Context: an optimization exercise on an open-source flow, tuned for small area, a short achievable clock period and few clock cycles per item. The choices shown serve that exercise and are no tape-out recipe. RTL that was checked went through simulation tests only; none was proved equivalent to the original. No activity file was given, so power comes from the tool's default toggle rates.

== alpha ==
==> flow/design.v (excerpt) <==
module conv_top
(
    input  logic        clk,
    input  logic        rst,
    input  logic        start,
    input  logic [19:0] cfg_weight_base,
    input  logic [19:0] cfg_bias_base,
    input  logic [19:0] cfg_data_base,
    input  logic [19:0] cfg_result_base,
    input  logic [9:0]  cfg_rownum,
    input  logic [9:0]  cfg_columnnum,
    input  logic [9:0]  cfg_filternum,
    input  logic [7:0]  mem_rdata,
    output logic        mem_en,
    output logic        mem_we,
    output logic [19:0] mem_addr,
    output logic [7:0]  mem_wdata,
    output logic        conv_finish
);
    localparam logic [1:0] PH_LOAD  = 2'd0;
    localparam logic [1:0] PH_DATA  = 2'd1;
    localparam logic [1:0] PH_DRAIN = 2'd2;
    logic        busy;
    logic [1:0]  phase;
    logic [3:0]  tapcnt;       
    logic [19:0] wptr;
    logic [19:0] bptr;
    logic [19:0] rptr;
    logic [19:0] db;
    logic [19:0] cp;           
    logic [9:0]  nrows;
    logic [9:0]  ncols;
    logic [9:0]  rowcnt;       
    logic [9:0]  colcnt;       
    logic [9:0]  filtcnt;      
    logic [1:0]  wrow;         
    logic        rfirst;
    logic        cfirst;
    logic        en_q;
    logic        we_q;
    logic [19:0] addr_q;
    logic [7:0]  wdata_q;
    logic [6:0]  tg0, tg1, tg2;
  ...
==> flow/config.mk <==
export PLATFORM = sky130hd
export DESIGN_NAME = conv_top
export DESIGN_NICKNAME = conv_top
export VERILOG_FILES = /design/flow/design.v
export SDC_FILE = /design/flow/constraint.sdc
export NUM_CORES = 4
export LEC_CHECK = 0
export CAP_MARGIN = 20
export CORE_MARGIN = 2
export CORE_UTILIZATION = 40
export SLEW_MARGIN = 20
==> flow/constraint.sdc <==
create_clock -name core_clock -period 11.5 [get_ports {clk}]
set_input_delay 2.3000 -clock core_clock [delete_from_list [all_inputs] [get_ports {clk}]]
set_output_delay 2.3000 -clock core_clock [all_outputs]
set_load 0.01 [all_outputs]
run.sh (not shown) runs the stock make flow with config.mk's settings and CLKGATE_MAP_FILE= SYNTH_SCRIPT=/design/flow/synth_recipe.tcl, a recipe that flattens the netlist after the stock synthesis.
alpha completed; timing, DRC and antenna clean
Input-level comparison between beta and alpha:
==> flow/flow/run.sh (new file) <==
#!/bin/bash
# The standard layout (the standard.sh, unchanged synthesis and steps),
# with the timing repair aiming at a setup slack of SETUP_SLACK_MARGIN ns
# instead of 0, so that it sizes and buffers the paths for a shorter period.
# The clock period and every constraint stay the design's.
set -euo pipefail
export SETUP_SLACK_MARGIN=${SETUP_SLACK_MARGIN:-8}
bash standard.sh > standard.log 2>&1
==> flow/standard.sh (new file) <==
#!/bin/bash
# synth_recipe.tcl (not shown) runs the flow's synth.tcl, then flattens the netlist and writes it again
# the make line also repeats each setting of config.mk as NAME=value (left out here)
make -C /OpenROAD-flow-scripts/flow DESIGN_CONFIG=/design/flow/config.mk WORK_HOME=/design/flow/orfs CLKGATE_MAP_FILE= SYNTH_SCRIPT=/design/flow/synth_recipe.tcl "${@:-finish}"
removed: flow/run.sh
### Flow results
- beta ended with every stage complete and zero timing, DRC or antenna violations.
- Run comparison: alpha top power consumer group registers; beta top power consumer group combinational logic
- beta: post-layout utilization of the core is 2.6 points higher than what alpha reported.
- Between alpha and beta, the flow reports non-filler instance count after layout increasing by a few percent.
- On final non-filler cell area: beta sits above alpha.
Function was not checked in any run of this note: the RTL went through the layout flow alone.

========
## maple
conv_top, a different RTL version from the one above (not shown whole).
Size: ~2300 cells after synthesis, about 440 flip-flops.
==> flow/config.mk <==
export PLATFORM = sky130hd
export DESIGN_NAME = conv_top
export DESIGN_NICKNAME = conv_top
export VERILOG_FILES = /design/flow/design.v
export SDC_FILE = /design/flow/constraint.sdc
export NUM_CORES = 4
export LEC_CHECK = 0
export CAP_MARGIN = 20
export CORE_MARGIN = 2
export CORE_UTILIZATION = 60
export CTS_CLUSTER_DIAMETER = 80
export CTS_CLUSTER_SIZE = 24
export SLEW_MARGIN = 20
==> flow/constraint.sdc <==
create_clock -name core_clock -period 11.5 [get_ports {clk}]
set_input_delay 2.3000 -clock core_clock [delete_from_list [all_inputs] [get_ports {clk}]]
set_output_delay 2.3000 -clock core_clock [all_outputs]
set_load 0.01 [all_outputs]
standard.sh (not shown) runs the stock make flow with config.mk's settings and CLKGATE_MAP_FILE= SYNTH_SCRIPT=/design/flow/synth_recipe.tcl, a recipe that flattens the netlist after the stock synthesis.
==> flow/flow/run.sh <==
#!/bin/bash
# The standard layout (the standard.sh, unchanged synthesis and steps),
# with the timing repair aiming at a setup slack of SETUP_SLACK_MARGIN ns
# instead of 0, so that it sizes and buffers the paths for a shorter period,
# and the smallest buffer on the ports (timing repair upsizes those that
# need it). The clock period and every constraint stay the design's.
set -euo pipefail
export SETUP_SLACK_MARGIN=${SETUP_SLACK_MARGIN:-8.15}
export BUFFER_PORTS_ARGS="-buffer_cell sky130_fd_sc_hd__buf_1"
bash standard.sh > standard.log 2>&1
maple finished every stage and its layout cleared the timing, DRC and antenna checks.
Testbench counts of maple, summed over its fixed seeds: cycles 42,564, results 10,859.
Setup changes, maple to xenon
-- flow/flow/run.sh --
<<< maple, line 7
set -euo pipefail
export SETUP_SLACK_MARGIN=${SETUP_SLACK_MARGIN:-8.15}
export BUFFER_PORTS_ARGS="-buffer_cell sky130_fd_sc_hd__buf_1"
bash standard.sh > standard.log 2>&1
>>> xenon, line 7
set -euo pipefail
export SETUP_SLACK_MARGIN=${SETUP_SLACK_MARGIN:-8}
export BUFFER_PORTS_ARGS="-buffer_cell sky130_fd_sc_hd__buf_1"
export CTS_ARGS="-sink_clustering_enable -dont_use_dummy_load -repair_clock_nets"
bash standard.sh > standard.log 2>&1
==> results.txt <==
- Cmp xenon vs maple: overall global routing resource usage higher in xenon
- For xenon, the worst-path cell with the longest stage delay was sky130_fd_sc_hd__dfxtp_1, unlike maple, where it was sky130_fd_sc_hd__dfxtp_2.
- Final routed wirelength across all metal layers of xenon falls short of that of maple slightly.
- Total internal power, xenon and maple: lower on maple
- Between xenon and maple, the final routed wire length divided by cell count figures differ only marginally.
- Relative to maple, non-clock buffer count has decreased by 36 in xenon.
- Fraction of power consumed by combinational cells: xenon < maple
- xenon vs maple — fraction of the cycle the final worst path needs rose 0.26 points.
- Compared with maple, xenon shows a final worst setup slack that is 0.030 ns lower.
- Fraction of area in multi-input gates is lower on maple
- Of xenon and maple, the run reporting the higher part of the power in the clock network was xenon.
What ember does differently from xenon at the input level:
-- flow/flow/run.sh --
<<< xenon, line 9
export BUFFER_PORTS_ARGS="-buffer_cell sky130_fd_sc_hd__buf_1"
export CTS_ARGS="-sink_clustering_enable -dont_use_dummy_load -repair_clock_nets"
bash standard.sh > standard.log 2>&1
>>> ember, line 9
export BUFFER_PORTS_ARGS="-buffer_cell sky130_fd_sc_hd__buf_1"
export CTS_ARGS="-sink_clustering_enable -sink_clustering_size 24 -sink_clustering_max_diameter 80 -distance_between_buffers 400 -repair_clock_nets"
bash standard.sh > standard.log 2>&1
Results
Looking at the reports, ember completed the entire flow and the layout it produced met the timing, DRC and antenna checks. Register fraction of the total cell area sits higher in ember than in xenon. Cmp ember and xenon / share of the cycle needed by the critical path after routing / lower: xenon. Row first-iteration DRC count: ember higher / xenon lower. Routed via count divided by cell count delta for ember relative to xenon: about 0.6% lower. Flip-flop and latch count after synthesis essentially unchanged between xenon and ember. The run showing the smaller register clock-pin slew on the reported worst setup and hold paths is xenon. The count of clock-buffer cells in the layout in ember was lower than what xenon gave. Compare ember and xenon | fraction of area in multi-input gates lower: xenon. Cmp ember vs xenon: portion of total power attributed to sequential cells higher in ember. [compare] base=xenon new=ember: buffering overhead about even, required time of the worst setup path about even.
Modified inputs, raven compared to ember
-- flow/flow/run.sh --
<<< ember, line 9
export BUFFER_PORTS_ARGS="-buffer_cell sky130_fd_sc_hd__buf_1"
export CTS_ARGS="-sink_clustering_enable -sink_clustering_size 24 -sink_clustering_max_diameter 80 -distance_between_buffers 400 -repair_clock_nets"
bash standard.sh > standard.log 2>&1
>>> raven, line 9
export BUFFER_PORTS_ARGS="-buffer_cell sky130_fd_sc_hd__buf_1"
export CTS_ARGS="-sink_clustering_enable -sink_clustering_size 24 -sink_clustering_max_diameter 80 -sink_clustering_levels 1 -repair_clock_nets"
bash standard.sh > standard.log 2>&1
==> comparison <==
Routed length on met1: ember vs raven — no meaningful difference. Re final-stage net count: no difference whatsoever between ember and raven. raven and ember ended up with roughly the same area of all placed cells without fillers. On cell-internal power, raven and ember are basically level. ember -> raven: hold buffer count at cts delta 0, exact match. Comparing raven with ember, the combinational power share came out essentially unchanged. Diff raven..ember | area of the die | unchanged. From ember to raven, total power did not move at all. Comparing ember against raven, there is no change at all in iteration count of the initial detailed-routing pass. Comparing ember against raven, there is no change at all in layout buffer count excluding clock buffers. raven -> ember: via count delta 0, exact match.
> inputs changed (raven -> lagoon)
# raven
export LEC_CHECK = 0
export CAP_MARGIN = 20
export CORE_MARGIN = 2
export CORE_UTILIZATION = 60
export CTS_CLUSTER_DIAMETER = 80
export CTS_CLUSTER_SIZE = 24
export SLEW_MARGIN = 20
create_clock -name core_clock -period 11.5 [get_ports {clk}]
# lagoon
export LEC_CHECK = 0
export CAP_MARGIN = 20
export CORE_MARGIN = 2
export CORE_UTILIZATION = 75
export CTS_CLUSTER_DIAMETER = 80
export CTS_CLUSTER_SIZE = 24
export PLACE_DENSITY = 0.85
export SLEW_MARGIN = 20
create_clock -name core_clock -period 11.5 [get_ports {clk}]
-- flow/flow/run.sh --
<<< raven, line 9
export BUFFER_PORTS_ARGS="-buffer_cell sky130_fd_sc_hd__buf_1"
export CTS_ARGS="-sink_clustering_enable -sink_clustering_size 24 -sink_clustering_max_diameter 80 -sink_clustering_levels 1 -repair_clock_nets"
bash standard.sh > standard.log 2>&1
>>> lagoon, line 9
export BUFFER_PORTS_ARGS="-buffer_cell sky130_fd_sc_hd__buf_1"
export CTS_ARGS="-sink_clustering_enable -sink_clustering_size 24 -sink_clustering_max_diameter 80 -dont_use_dummy_load -repair_clock_nets"
bash standard.sh > standard.log 2>&1
Relative to raven, the met1 usage in global routing of lagoon is higher by 6.5 points. Diff raven -> lagoon: adder and majority gate portion of the synthesized area neither gained nor lost much, slew at the pin closest to its max-slew limit picked up an extra 0.028 ns, core utilization of the finished layout picked up an extra 15 points. On design internal power: between lagoon and raven, it ends up lower for lagoon. Comparing the two runs side by side, lagoon comes out ahead of raven on cell leakage power. Placement row count went down by more than 10% going from raven to lagoon. lagoon vs raven: CTS buffer count down by more than 10%. Going from raven to lagoon, the global-route met2 utilization was found to have gone up by 11 points.
[inputs] umber vs lagoon
# lagoon
export LEC_CHECK = 0
export CAP_MARGIN = 20
export CORE_MARGIN = 2
export CORE_UTILIZATION = 75
export CTS_CLUSTER_DIAMETER = 80
export CTS_CLUSTER_SIZE = 24
export PLACE_DENSITY = 0.85
export SLEW_MARGIN = 20
create_clock -name core_clock -period 11.5 [get_ports {clk}]
# umber
export LEC_CHECK = 0
export CAP_MARGIN = 20
export CORE_MARGIN = 2
export CORE_UTILIZATION = 60
export CTS_CLUSTER_DIAMETER = 80
export CTS_CLUSTER_SIZE = 24
export SLEW_MARGIN = 20
create_clock -name core_clock -period 11.5 [get_ports {clk}]
-- flow/flow/run.sh --
<<< lagoon, line 9
export BUFFER_PORTS_ARGS="-buffer_cell sky130_fd_sc_hd__buf_1"
export CTS_ARGS="-sink_clustering_enable -sink_clustering_size 24 -sink_clustering_max_diameter 80 -dont_use_dummy_load -repair_clock_nets"
bash standard.sh > standard.log 2>&1
>>> umber, line 9
export BUFFER_PORTS_ARGS="-buffer_cell sky130_fd_sc_hd__buf_1"
bash standard.sh > standard.log 2>&1
==> comparison <==
No run among lagoon and umber stopped early or left any final violation; all are clean. Of the two values seen for uppermost metal layer occupied by signal nets, met4 was produced by lagoon and met5 by umber. umber vs lagoon: net switching power figure up by a few percent. | maximum vdd drop | umber vs lagoon | about 11% higher |. Width of the die, umber vs lagoon: up by more than 10%. Sort lagoon and umber by power dissipated in the clock network asc -> top: lagoon. Clock-buffer cell count was higher in umber than in lagoon. Between lagoon and umber, the flow reports average via count per standard cell decreasing by a little under 10%. umber vs lagoon — post-detailed-placement cell area climbed slightly.

[what the ideal ports hide]
The results above use ideal ports. As a check the final layouts listed here were re-extracted and re-timed, cells and wires unchanged. Step 1 (the two cells are an assumption about what drives the block):
set clk [get_ports {clk}]
set_driving_cell -lib_cell sky130_fd_sc_hd__clkbuf_16 $clk
set_driving_cell -lib_cell sky130_fd_sc_hd__buf_2 [delete_from_list [all_inputs] $clk]
Step 2 also shifts input and output timing later by t, the mid clock arrival at the registers, as if the neighbouring blocks saw the same clock. Slacks: no drivers / after step 1 / after step 2; pairs: no drivers / after step 1.
run | t, ns | setup slack, ns | worst setup path after step 2 | worst slew at a driven data input, ns
alpha | 0.639 | 6.129 / 6.129 / 6.129 | register to register | 0.04
beta | 0.639 | 7.387 / 7.387 / 7.387 | register to register | 0.05
maple | 0.638 | 8.121 / 8.062 / 8.200 | register to register | 0.08
xenon | 0.619 | 8.091 / 8.035 / 8.130 | register to register | 0.07
ember | 0.640 | 8.052 / 7.993 / 8.139 | register to register | 0.08
raven | 0.640 | 8.052 / 7.993 / 8.139 | register to register | 0.08
lagoon | 0.591 | 8.101 / 8.046 / 8.107 | register to register | 0.09
umber | 0.640 | 8.052 / 7.993 / 8.139 | register to register | 0.08
After both steps every run listed still meets setup and hold.
